Background: an optimization exercise with open tools, aiming at a short achievable clock period and few clock cycles per item. Do not read the settings as production practice.
Only simulation tests tie the RTL to the original design; equivalence was not proved.
Power and IR drop assume default switching activity.

==> flow/design.v <==
`timescale 1ns/1ps
`default_nettype none
package rv32i_pkg;
    typedef logic [31:0] word_t;
    typedef logic [4:0]  reg_idx_t;
    typedef logic [3:0]  byte_en_t;
    typedef enum logic [6:0] {
        op_reg   = 7'b0110011,
        op_imm   = 7'b0010011,
        op_lui   = 7'b0110111,
        op_load  = 7'b0000011,
        op_store = 7'b0100011
    } opcode_e;
    typedef enum logic [2:0] {
        alu_add  = 3'b000,
        alu_sll  = 3'b001,
        alu_slt  = 3'b010,
        alu_sltu = 3'b011,
        alu_xor  = 3'b100,
        alu_sr   = 3'b101,
        alu_or   = 3'b110,
        alu_and  = 3'b111
    } alu_op_e;
    typedef enum logic [1:0] {
        size_byte = 2'b00,
        size_half = 2'b01,
        size_word = 2'b10
    } mem_size_e;
    typedef enum logic [2:0] {
        wb_alu_out,
        wb_u_imm,
        wb_lw,
        wb_lh,
        wb_lhu,
        wb_lb,
        wb_lbu
    } wb_sel_e;
    typedef enum logic [1:0] {
        fwd_rf,
        fwd_ex,
        fwd_mem,
        fwd_wb
    } fwd_sel_e;
    typedef struct packed {
        logic [2:0] alu_op;
        logic       alu_alt;
        logic       b_imm;
        logic       mem_read;
        logic       mem_write;
        logic [1:0] size;
        logic [2:0] wb_sel;
        logic       reg_write;
    } ctrl_t;
    localparam word_t NOP_INSTR = 32'h0000_0013;
endpackage
`default_nettype wire
`timescale 1ns/1ps
`default_nettype none
module fetch_stage #(
    parameter rv32i_pkg::word_t RESET_PC = '0
) (
    input  logic             clk,
    input  logic             rst_n,
    input  logic             advance,
    input  rv32i_pkg::word_t instr_rdata,
    output rv32i_pkg::word_t instr_addr,
    output rv32i_pkg::word_t id_instr
);
    rv32i_pkg::word_t pc;
    always_ff @(posedge clk) begin
        if (!rst_n) begin
            pc         <= RESET_PC + 32'd4;
            instr_addr <= RESET_PC;
        end else if (advance) begin
            pc         <= pc + 32'd4;
            instr_addr <= pc;
        end
    end
    always_ff @(posedge clk) begin
        if (!rst_n) begin
            id_instr <= rv32i_pkg::NOP_INSTR;
        end else if (advance) begin
            id_instr <= instr_rdata;
        end
    end
endmodule
`default_nettype wire
`timescale 1ns/1ps
`default_nettype none
module decode_stage (
    input  logic                clk,
    input  logic                rst_n,
    input  logic                advance,
    input  logic                bubble,
    input  rv32i_pkg::word_t    id_instr,
    input  rv32i_pkg::word_t    rs1_val,
    input  rv32i_pkg::word_t    rs2_val,
    output rv32i_pkg::reg_idx_t rs1,
    output rv32i_pkg::reg_idx_t rs2,
    output rv32i_pkg::ctrl_t    ex_ctrl,
    output rv32i_pkg::reg_idx_t ex_rd,
    output rv32i_pkg::word_t    ex_a,
    output rv32i_pkg::word_t    ex_b,
    output rv32i_pkg::word_t    ex_imm
);
    logic [2:0]          funct3;
    rv32i_pkg::reg_idx_t rd;
    rv32i_pkg::word_t    i_imm;
    rv32i_pkg::word_t    s_imm;
    rv32i_pkg::word_t    u_imm;
    rv32i_pkg::word_t    imm;
    rv32i_pkg::ctrl_t    ctrl;
    assign funct3 = id_instr[14:12];
    assign rd     = id_instr[11:7];
    assign rs1    = id_instr[19:15];
    assign rs2    = id_instr[24:20];
    assign i_imm = {{20{id_instr[31]}}, id_instr[31:20]};
    assign s_imm = {{20{id_instr[31]}}, id_instr[31:25], id_instr[11:7]};
    assign u_imm = {id_instr[31:12], 12'h000};
    always_comb begin
        ctrl = '0;
        imm  = i_imm;
        case (id_instr[6:0])
            rv32i_pkg::op_reg: begin
                ctrl.alu_op    = funct3;
                ctrl.alu_alt   = id_instr[30];
                ctrl.reg_write = 1'b1;
            end
            rv32i_pkg::op_imm: begin
                ctrl.alu_op    = funct3;
                ctrl.alu_alt   = (funct3 == 3'b101) && id_instr[30];
                ctrl.b_imm     = 1'b1;
                ctrl.reg_write = 1'b1;
            end
            rv32i_pkg::op_lui: begin
                imm            = u_imm;
                ctrl.wb_sel    = rv32i_pkg::wb_u_imm;
                ctrl.reg_write = 1'b1;
            end
            rv32i_pkg::op_load: begin
                ctrl.b_imm     = 1'b1;
                ctrl.mem_read  = 1'b1;
                ctrl.size      = funct3[1:0];
                ctrl.reg_write = 1'b1;
                case (funct3)
                    3'b000:  ctrl.wb_sel = rv32i_pkg::wb_lb;
                    3'b001:  ctrl.wb_sel = rv32i_pkg::wb_lh;
                    3'b100:  ctrl.wb_sel = rv32i_pkg::wb_lbu;
                    3'b101:  ctrl.wb_sel = rv32i_pkg::wb_lhu;
                    default: ctrl.wb_sel = rv32i_pkg::wb_lw;
                endcase
            end
            rv32i_pkg::op_store: begin
                imm            = s_imm;
                ctrl.b_imm     = 1'b1;
                ctrl.mem_write = 1'b1;
                ctrl.size      = funct3[1:0];
            end
            default: ;
        endcase
        if (rd == '0) begin
            ctrl.reg_write = 1'b0;
        end
    end
    always_ff @(posedge clk) begin
        if (!rst_n || bubble) begin
            ex_ctrl <= '0;
        end else if (advance) begin
            ex_ctrl <= ctrl;
        end
    end
    always_ff @(posedge clk) begin
        if (advance) begin
            ex_rd  <= rd;
            ex_a   <= rs1_val;
            ex_b   <= rs2_val;
            ex_imm <= imm;
        end
    end
endmodule
`default_nettype wire
`timescale 1ns/1ps
`default_nettype none
module regfile (
    input  logic                clk,
    input  logic                rst_n,
    input  logic                we,
    input  rv32i_pkg::reg_idx_t waddr,
    input  rv32i_pkg::reg_idx_t raddr_a,
    input  rv32i_pkg::reg_idx_t raddr_b,
    input  rv32i_pkg::word_t    wdata,
    output rv32i_pkg::word_t    rdata_a,
    output rv32i_pkg::word_t    rdata_b
);
    rv32i_pkg::word_t regs [32];
    function automatic logic [31:0] read_port(input rv32i_pkg::reg_idx_t raddr);
        if (we && waddr != '0 && waddr == raddr) begin
            read_port = wdata;
        end else begin
            read_port = regs[raddr];
        end
    endfunction
    always_ff @(posedge clk) begin
        if (!rst_n) begin
            for (int i = 0; i < 32; i++) begin
                regs[i] <= '0;
            end
        end else if (we && waddr != '0) begin
            regs[waddr] <= wdata;
        end
    end
    always_comb begin
        rdata_a = read_port(raddr_a);
        rdata_b = read_port(raddr_b);
    end
endmodule
`default_nettype wire
`timescale 1ns/1ps
`default_nettype none
module hazard_unit (
    input  logic                 clk,
    input  logic                 rst_n,
    input  logic                 instr_read,
    input  logic                 instr_resp,
    input  logic                 data_read,
    input  logic                 data_write,
    input  logic                 data_resp,
    input  rv32i_pkg::reg_idx_t  id_rs1,
    input  rv32i_pkg::reg_idx_t  id_rs2,
    input  rv32i_pkg::reg_idx_t  ex_rd,
    input  rv32i_pkg::reg_idx_t  mem_rd,
    input  rv32i_pkg::reg_idx_t  wb_rd,
    input  logic                 ex_is_load,
    input  logic                 ex_we,
    input  logic                 mem_we,
    input  logic                 wb_we,
    output logic                 stall,
    output logic                 load_hold,
    output logic [1:0]           fwd_a_sel,
    output logic [1:0]           fwd_b_sel
);
    logic use_hazard;
    function automatic logic [1:0] pick_src(input rv32i_pkg::reg_idx_t rs);
        if (ex_we && ex_rd == rs) begin
            pick_src = rv32i_pkg::fwd_ex;
        end else if (mem_we && mem_rd == rs) begin
            pick_src = rv32i_pkg::fwd_mem;
        end else if (wb_we && wb_rd == rs) begin
            pick_src = rv32i_pkg::fwd_wb;
        end else begin
            pick_src = rv32i_pkg::fwd_rf;
        end
    endfunction
    assign stall = (instr_read && !instr_resp) || ((data_read || data_write) && !data_resp);
    assign use_hazard = ex_is_load && ex_rd != '0 && (ex_rd == id_rs1 || ex_rd == id_rs2);
    assign load_hold = use_hazard && !stall;
    always_comb begin
        fwd_a_sel = pick_src(id_rs1);
        fwd_b_sel = pick_src(id_rs2);
    end
endmodule
`default_nettype wire
`timescale 1ns/1ps
`default_nettype none
module execute_stage (
    input  logic                clk,
    input  logic                rst_n,
    input  logic                advance,
    input  rv32i_pkg::ctrl_t    ex_ctrl,
    input  rv32i_pkg::reg_idx_t ex_rd,
    input  rv32i_pkg::word_t    ex_a,
    input  rv32i_pkg::word_t    ex_b,
    input  rv32i_pkg::word_t    ex_imm,
    output rv32i_pkg::word_t    ex_result,
    output rv32i_pkg::ctrl_t    mem_ctrl,
    output rv32i_pkg::reg_idx_t mem_rd,
    output rv32i_pkg::word_t    mem_result,
    output rv32i_pkg::word_t    mem_store_val,
    output rv32i_pkg::byte_en_t mem_mbe
);
    rv32i_pkg::word_t    op_b;
    rv32i_pkg::word_t    alu_out;
    rv32i_pkg::byte_en_t mbe;
    logic [4:0]          shamt;
    assign op_b  = ex_ctrl.b_imm ? ex_imm : ex_b;
    assign shamt = op_b[4:0];
    always_comb begin
        case (ex_ctrl.alu_op)
            rv32i_pkg::alu_add: begin
                if (ex_ctrl.alu_alt) begin
                    alu_out = ex_a - op_b;
                end else begin
                    alu_out = ex_a + op_b;
                end
            end
            rv32i_pkg::alu_sll:  alu_out = ex_a << shamt;
            rv32i_pkg::alu_slt:  alu_out = {31'b0, $signed(ex_a) < $signed(op_b)};
            rv32i_pkg::alu_sltu: alu_out = {31'b0, ex_a < op_b};
            rv32i_pkg::alu_xor:  alu_out = ex_a ^ op_b;
            rv32i_pkg::alu_sr: begin
                if (ex_ctrl.alu_alt) begin
                    alu_out = $signed(ex_a) >>> shamt;
                end else begin
                    alu_out = ex_a >> shamt;
                end
            end
            rv32i_pkg::alu_or:   alu_out = ex_a | op_b;
            default:             alu_out = ex_a & op_b;
        endcase
    end
    assign ex_result = (ex_ctrl.wb_sel == rv32i_pkg::wb_u_imm) ? ex_imm : alu_out;
    always_comb begin
        mbe = '0;
        if (ex_ctrl.mem_read || ex_ctrl.mem_write) begin
            case (ex_ctrl.size)
                rv32i_pkg::size_byte: mbe = 4'b0001 << ex_result[1:0];
                rv32i_pkg::size_half: mbe = 4'b0011 << ex_result[1:0];
                default:              mbe = 4'b1111;
            endcase
        end
    end
    always_ff @(posedge clk) begin
        if (!rst_n) begin
            mem_ctrl <= '0;
        end else if (advance) begin
            mem_ctrl <= ex_ctrl;
        end
    end
    always_ff @(posedge clk) begin
        if (advance) begin
            mem_rd        <= ex_rd;
            mem_result    <= ex_result;
            mem_store_val <= ex_b;
            mem_mbe       <= mbe;
        end
    end
endmodule
`default_nettype wire
`timescale 1ns/1ps
`default_nettype none
module memory_writeback (
    input  logic                clk,
    input  logic                rst_n,
    input  logic                advance,
    input  rv32i_pkg::ctrl_t    mem_ctrl,
    input  rv32i_pkg::reg_idx_t mem_rd,
    input  rv32i_pkg::word_t    mem_result,
    input  rv32i_pkg::word_t    mem_store_val,
    input  rv32i_pkg::byte_en_t mem_mbe,
    input  rv32i_pkg::word_t    data_rdata,
    output logic                data_read,
    output logic                data_write,
    output rv32i_pkg::word_t    data_addr,
    output rv32i_pkg::word_t    data_wdata,
    output rv32i_pkg::byte_en_t data_mbe,
    output rv32i_pkg::word_t    mem_fwd,
    output logic                wb_we,
    output rv32i_pkg::reg_idx_t wb_rd,
    output rv32i_pkg::word_t    wb_value
);
    logic [1:0]  offset;
    logic [7:0]  lane_b;
    logic [15:0] lane_h;
    assign data_read  = mem_ctrl.mem_read;
    assign data_write = mem_ctrl.mem_write;
    assign data_addr  = {mem_result[31:2], 2'b00};
    assign data_mbe   = mem_mbe;
    always_comb begin
        case (mem_ctrl.size)
            rv32i_pkg::size_byte: data_wdata = {4{mem_store_val[7:0]}};
            rv32i_pkg::size_half: data_wdata = {2{mem_store_val[15:0]}};
            default:              data_wdata = mem_store_val;
        endcase
    end
    assign offset = mem_result[1:0];
    assign lane_b = data_rdata[{offset, 3'b000} +: 8];
    assign lane_h = offset[1] ? data_rdata[31:16] : data_rdata[15:0];
    always_comb begin
        case (mem_ctrl.wb_sel)
            rv32i_pkg::wb_lw:  mem_fwd = data_rdata;
            rv32i_pkg::wb_lh:  mem_fwd = {{16{lane_h[15]}}, lane_h};
            rv32i_pkg::wb_lhu: mem_fwd = {16'h0000, lane_h};
            rv32i_pkg::wb_lb:  mem_fwd = {{24{lane_b[7]}}, lane_b};
            rv32i_pkg::wb_lbu: mem_fwd = {24'h00_0000, lane_b};
            default:           mem_fwd = mem_result;
        endcase
    end
    always_ff @(posedge clk) begin
        if (!rst_n) begin
            wb_we <= 1'b0;
        end else if (advance) begin
            wb_we <= mem_ctrl.reg_write;
        end
    end
    always_ff @(posedge clk) begin
        if (advance) begin
            wb_rd    <= mem_rd;
            wb_value <= mem_fwd;
        end
    end
endmodule
`default_nettype wire
`timescale 1ns/1ps
`default_nettype none
module rv32i_core #(
    parameter rv32i_pkg::word_t RESET_PC = '0
) (
    input  logic                clk,
    input  logic                rst_n,
    output logic                instr_read,
    output rv32i_pkg::word_t    instr_addr,
    input  logic                instr_resp,
    input  rv32i_pkg::word_t    instr_rdata,
    output logic                data_read,
    output logic                data_write,
    output rv32i_pkg::byte_en_t data_mbe,
    output rv32i_pkg::word_t    data_addr,
    output rv32i_pkg::word_t    data_wdata,
    input  logic                data_resp,
    input  rv32i_pkg::word_t    data_rdata
);
    logic                stall;
    logic                load_hold;
    logic                front_adv;
    logic                back_adv;
    logic [1:0]          fwd_a_sel;
    logic [1:0]          fwd_b_sel;
    rv32i_pkg::word_t    id_instr;
    rv32i_pkg::reg_idx_t id_rs1;
    rv32i_pkg::reg_idx_t id_rs2;
    rv32i_pkg::word_t    rf_a;
    rv32i_pkg::word_t    rf_b;
    rv32i_pkg::word_t    rs1_val;
    rv32i_pkg::word_t    rs2_val;
    rv32i_pkg::ctrl_t    ex_ctrl;
    rv32i_pkg::reg_idx_t ex_rd;
    rv32i_pkg::word_t    ex_a;
    rv32i_pkg::word_t    ex_b;
    rv32i_pkg::word_t    ex_imm;
    rv32i_pkg::word_t    ex_result;
    rv32i_pkg::ctrl_t    mem_ctrl;
    rv32i_pkg::reg_idx_t mem_rd;
    rv32i_pkg::word_t    mem_result;
    rv32i_pkg::word_t    mem_store_val;
    rv32i_pkg::byte_en_t mem_mbe;
    rv32i_pkg::word_t    mem_fwd;
    logic                wb_we;
    rv32i_pkg::reg_idx_t wb_rd;
    rv32i_pkg::word_t    wb_value;
    function automatic logic [31:0] fwd_mux(
        input logic [1:0]          sel,
        input rv32i_pkg::word_t    rf_val
    );
        case (sel)
            rv32i_pkg::fwd_ex:  fwd_mux = ex_result;
            rv32i_pkg::fwd_mem: fwd_mux = mem_fwd;
            rv32i_pkg::fwd_wb:  fwd_mux = wb_value;
            default:            fwd_mux = rf_val;
        endcase
    endfunction
    assign instr_read = rst_n;
    assign front_adv = !stall && !load_hold;
    assign back_adv  = !stall;
    always_comb begin
        rs1_val = fwd_mux(fwd_a_sel, rf_a);
        rs2_val = fwd_mux(fwd_b_sel, rf_b);
    end
    fetch_stage #(
        .RESET_PC (RESET_PC)
    ) u_fetch (
        .clk         (clk),
        .rst_n       (rst_n),
        .advance     (front_adv),
        .instr_rdata (instr_rdata),
        .instr_addr  (instr_addr),
        .id_instr    (id_instr)
    );
    decode_stage u_decode (
        .clk     (clk),
        .rst_n   (rst_n),
        .advance (front_adv),
        .bubble  (load_hold),
        .id_instr(id_instr),
        .rs1_val (rs1_val),
        .rs2_val (rs2_val),
        .rs1     (id_rs1),
        .rs2     (id_rs2),
        .ex_ctrl (ex_ctrl),
        .ex_rd   (ex_rd),
        .ex_a    (ex_a),
        .ex_b    (ex_b),
        .ex_imm  (ex_imm)
    );
    regfile u_regfile (
        .clk     (clk),
        .rst_n   (rst_n),
        .we      (wb_we),
        .waddr   (wb_rd),
        .raddr_a (id_rs1),
        .raddr_b (id_rs2),
        .wdata   (wb_value),
        .rdata_a (rf_a),
        .rdata_b (rf_b)
    );
    hazard_unit u_hazard (
        .clk        (clk),
        .rst_n      (rst_n),
        .instr_read (instr_read),
        .instr_resp (instr_resp),
        .data_read  (data_read),
        .data_write (data_write),
        .data_resp  (data_resp),
        .id_rs1     (id_rs1),
        .id_rs2     (id_rs2),
        .ex_rd      (ex_rd),
        .mem_rd     (mem_rd),
        .wb_rd      (wb_rd),
        .ex_is_load (ex_ctrl.mem_read),
        .ex_we      (ex_ctrl.reg_write),
        .mem_we     (mem_ctrl.reg_write),
        .wb_we      (wb_we),
        .stall      (stall),
        .load_hold  (load_hold),
        .fwd_a_sel  (fwd_a_sel),
        .fwd_b_sel  (fwd_b_sel)
    );
    execute_stage u_execute (
        .clk           (clk),
        .rst_n         (rst_n),
        .advance       (back_adv),
        .ex_ctrl       (ex_ctrl),
        .ex_rd         (ex_rd),
        .ex_a          (ex_a),
        .ex_b          (ex_b),
        .ex_imm        (ex_imm),
        .ex_result     (ex_result),
        .mem_ctrl      (mem_ctrl),
        .mem_rd        (mem_rd),
        .mem_result    (mem_result),
        .mem_store_val (mem_store_val),
        .mem_mbe       (mem_mbe)
    );
    memory_writeback u_mem_wb (
        .clk           (clk),
        .rst_n         (rst_n),
        .advance       (back_adv),
        .mem_ctrl      (mem_ctrl),
        .mem_rd        (mem_rd),
        .mem_result    (mem_result),
        .mem_store_val (mem_store_val),
        .mem_mbe       (mem_mbe),
        .data_rdata    (data_rdata),
        .data_read     (data_read),
        .data_write    (data_write),
        .data_addr     (data_addr),
        .data_wdata    (data_wdata),
        .data_mbe      (data_mbe),
        .mem_fwd       (mem_fwd),
        .wb_we         (wb_we),
        .wb_rd         (wb_rd),
        .wb_value      (wb_value)
    );
endmodule
`default_nettype wire
==> flow/run.sh <==
#!/bin/bash
# synth_recipe.tcl (not shown) runs the flow's synth.tcl, then flattens the netlist and writes it again
# the make line also repeats each setting of config.mk as NAME=value (left out here)
make -C /OpenROAD-flow-scripts/flow DESIGN_CONFIG=/design/flow/config.mk WORK_HOME=/design/flow/orfs CLKGATE_MAP_FILE= SYNTH_SCRIPT=/design/flow/synth_recipe.tcl finish
==> flow/config.mk <==
export PLATFORM = sky130hd
export DESIGN_NAME = rv32i_core
export DESIGN_NICKNAME = rv32i_core
export VERILOG_FILES = /design/flow/design.v
export SDC_FILE = /design/flow/constraint.sdc
export NUM_CORES = 4
export LEC_CHECK = 0
export CAP_MARGIN = 20
export CORE_MARGIN = 2
export CORE_UTILIZATION = 40
export SLEW_MARGIN = 20
==> flow/constraint.sdc <==
create_clock -name core_clock -period 5.5 [get_ports {clk}]
set_input_delay 1.1000 -clock core_clock [delete_from_list [all_inputs] [get_ports {clk}]]
set_output_delay 1.1000 -clock core_clock [all_outputs]
set_load 0.01 [all_outputs]
==> flow_summary.json <==
{
  "status": "no timing/DRC/antenna violations",
  "synth_top_area_share_pct": 46.5,
  "nFillCells": 17700,
  "nets": 6435,
  "p_leak_nw": 31.9,
  "via_per_inst": 6.27,
  "core_area_um2": 198000,
  "worst_slew_pin_slew_ns": 1.16,
  "postRouteAntennaNets": 0,
  "drtIter0Drc": 7366,
  "portBuffers": 166,
  "fmax_mhz": 210,
  "grt_use_total_pct": 29.6,
  "setup_tns_ns": 0,
  "cts_buffer_depth": 3,
  "postCtsHoldBufs": 0,
  "synth_flop_cell": "edfxtp_1",
  "rsz0062_at_grt": "no",
  "finalHoldViolCount": 0,
  "synth_top_area_cell": "edfxtp_1",
  "crit_fanout": 31,
  "drive_above_1_share_pct": 20.8,
  "grt-ovfl-total": 0,
  "root_buffer": "clkbuf_16",
  "layout_common_cells": "1235 x edfxtp_1, 1021 x and2_1, 679 x mux4_2",
  "max_slew_margin_pct": 22.9,
  "drtPass1Iterations": 6,
  "htree_num_levels": 4,
  "grt_max_degree": 99,
  "mostFrequentLayoutCell": "edfxtp_1",
  "grt_pass1_wl_um": 428000,
  "finish.utilization_pct": 45.7,
  "hold_ws_ns": 0.455,
  "cts.sinks": 1359,
  "antenna_found_initial": 16,
  "peakVddDrop_mv": 0.339,
  "synthArstFlopShare_pct": 0,
  "clkTransAtPathRegs_ns": 0.06,
  "crit_family": "compound AO/OA/AOI/OAI gates",
  "power-per-cell-area_nw_per_um2": 358,
  "gp_congestion": 1.05,
  "rows": 163,
  "worst_path_max_delay_cell": "a22oi_1",
  "post_dp_cell_area_um2": 85300,
  "cts.repair.resized": 0,
  "synth_area_leaders": "edfxtp_1 46%, mux4_2 19%, and2_1 8.0%, dfxtp_1 3.1%, mux2i_1 2.5%",
  "hold_depth": 2,
  "finalMaxSlewViolations": 0,
  "grt_pass1_vias": 56100,
  "start_util_pct": 40.3,
  "wl_um": 305000,
  "max_stage_delay_ns": 0.57,
  "maxCapViolCount": 0,
  "startpoint_type": "flop",
  "endpoint_kind": "flop",
  "synth_cell_types": 98,
  "layout_min_cycle_time_ns": 4.76,
  "synth_area_per_cell_um2": 12.8,
  "cts_buffers": 153,
  "seq_area_frac_synth_pct": 49.6,
  "hpwl_um": 208000,
  "crit_chain": "buf_12 > mux2i_1 > inv_1 > ha_1 > a2111oi_0 > o21ai_1 > a22oi_1 > o21ai_1 > a41oi_1 > o211ai_1 > mux2i_1 > nor4_2 > a21oi_1",
  "r2r_cells": 13,
  "dieArea_um2": 203000,
  "stdcell_area_um2": 90300,
  "clk_latency_ns": 0.83,
  "hold_path_class": "reg -> reg",
  "cp.depth": 13,
  "fin_skew_ns": 0.0570,
  "crit_arrival_ns": 5.30,
  "routedWlPerCell_um": 33.8,
  "cts_tree": "done",
  "critical_path_buf_inv_count": 2,
  "cts_setup_buffers": 0,
  "finalSetupViolCount": 0,
  "ys_seq_elements": 1359,
  "fp.dieW_um": 451,
  "synth_edf_count": 1235,
  "synthCells": 6255,
  "syn2layout_area_growth_pct": 13.2,
  "ys_warn_count": 7,
  "required_ns": 6.04,
  "drc": 0,
  "critPathKind": "reg -> reg",
  "post-route-period-util_pct": 86.5,
  "die_y_um": 451,
  "syn_area_um2": 79800,
  "ios": 171,
  "dr_total_vias": 56600
}
==> where the power goes <==
| group | internal [W] | switching [W] |
|---|---|---|
| logic | 0.00332 | 0.00552 |
| registers | 0.0121 | 0.00139 |
| clock network | 0.00548 | 0.00449 |
| total | 0.0209 | 0.0114 |
==> synth_stat cells (all sizes together), types with 10 or more instances <==
| cell type | count |
|---|---|
| edfxtp | 1235 |
| and2 | 1024 |
| mux4 | 679 |
| clkbuf | 458 |
| nand2 | 399 |
| a21oi | 327 |
| nor2 | 295 |
| mux2i | 201 |
| o21ai | 201 |
| buf | 173 |
| inv | 160 |
| dfxtp | 124 |
| ha | 112 |
| a211oi | 107 |
| nand3 | 56 |
| a21o | 44 |
| xnor2 | 42 |
| o211ai | 39 |
| o22ai | 36 |
| a31oi | 35 |
| xor2 | 35 |
| nor3 | 32 |
| nand4 | 26 |
| nand2b | 24 |
| nor2b | 24 |
| nor4 | 22 |
| mux2 | 21 |
| o221ai | 21 |
| o31ai | 21 |
| a221oi | 19 |
| and3 | 18 |
| or3 | 17 |
| or4 | 17 |
| o21bai | 16 |
| o21a | 13 |
| a2111oi | 12 |
| or2 | 12 |
| a22oi | 10 |
==> worst reg2reg max path, stage by stage (launching register included) <==
cell and delay [ns]:
dfxtp_2 0.52, buf_12 0.33, mux2i_1 0.44, inv_1 0.09, ha_1 0.28, a2111oi_0 0.40, o21ai_1 0.20, a22oi_1 0.57
o21ai_1 0.21, a41oi_1 0.56, o211ai_1 0.21, mux2i_1 0.17, nor4_2 0.40, a21oi_1 0.13
==> state kept, by name, summed over array words and instances (netlist names), 4 cells and up, named ones only <==
register                 flops
u_execute.mem_result        32
u_decode.ex_b               32
u_regfile.regs            1024
u_execute.mem_mbe            4
u_decode.ex_rd               5
u_decode.ex_ctrl            13
u_fetch.id_instr            32
u_execute.mem_ctrl           8
u_decode.ex_imm             32
u_fetch.pc                  30
u_execute.mem_rd             5
u_mem_wb.wb_value           32
u_decode.ex_a               32
u_fetch.instr_addr          30
u_mem_wb.wb_rd               5
u_execute.mem_store_val     32
==> through the flow <==
stage,power [W],instances,worst slack (ns)
floorplan,0.0183,6290,0.416
global placement,0.0221,8720,0.774
detailed placement,0.0221,8723,0.783
CTS,0.0320,9000,0.818
global route,0.0333,9015,0.580
finish,0.0323,9023,0.740
==> cell families (layout without fill, tap and decap cells) <==
group           Yosys count  count (layout)  share of synthesized area [%]
buf+inv                 793             878                           4.12
other cells               1              44                        0.00470
xor+xnor                 77              77                          0.845
simple gates           1992            1992                           13.4
mux                     901             901                           22.0
compound gates         1018            1018                           8.20
flops                  1359            1359                           49.6
fa+ha+maj               114             114                           1.81
==> final timing paths <==
path / start / slack (ns) / to
worst min-delay path: u_fetch.instr_addr[27] / 0.46 / u_fetch.instr_addr[27]
worst max-delay path: u_decode.ex_ctrl[8] / 0.74 / u_decode.ex_b[29]
worst min register to register: u_fetch.instr_addr[27] / 0.46 / u_fetch.instr_addr[27]
worst max register to register: u_decode.ex_ctrl[8] / 0.74 / u_decode.ex_b[29]
==> layer usage <==
metal	wire length [um]	part of all wire (%)	global-route usage, %
met5	70	0.023	0
met4	18500	6.1	15.4
met3	28400	9.3	6.48
met2	145000	47	47.9
met1	113000	37	37.2
==> cell type report <==
| class | instances | area, um^2 | area share, % |
|---|---|---|---|
| flip-flops and latches | 1359 | 39600 | 43.8 |
| diodes | 8 | 20.0 | 0.0222 |
| well taps | 2640 | 3300 | 3.66 |
| clock inverters | 79 | 679 | 0.752 |
| inverters | 162 | 623 | 0.690 |
| multi-input cells | 4138 | 37700 | 41.8 |
| repair buffers | 439 | 4280 | 4.74 |
| clock buffers | 198 | 4090 | 4.53 |
Testbench counts, summed over its fixed seeds: cycles 36,714, instrs 25,048.

re-timing with driven ports:
The flow's constraints put no driver on any port. The routed layout listed below was extracted and timed again, unchanged, in two steps. Step 1 sets driving cells, clkbuf_16 on the clock port and buf_2 on the other inputs (assumed; they add their load-dependent delay and slew). Step 2 times the ports against the registers' clock, not the clock port: input delays grow and output delays shrink by t, the midpoint of the rising clock arrivals with the driver on. Slacks: ideal / step 1 / step 2; pairs: ideal / step 1.
shift t [ns]: 0.888
slack for setup (ns): 0.740 / 0.740 / 0.740
hold slack, ns: 0.455 / 0.455 / 0.455
clock arrival spread, ns: 0.063 / 0.062
cell pins on the clock port's net: 1
After both steps setup and hold are still met in this run. The setup slack of this run moves by 0.000 ns with the drivers and by 0.000 ns with both steps.
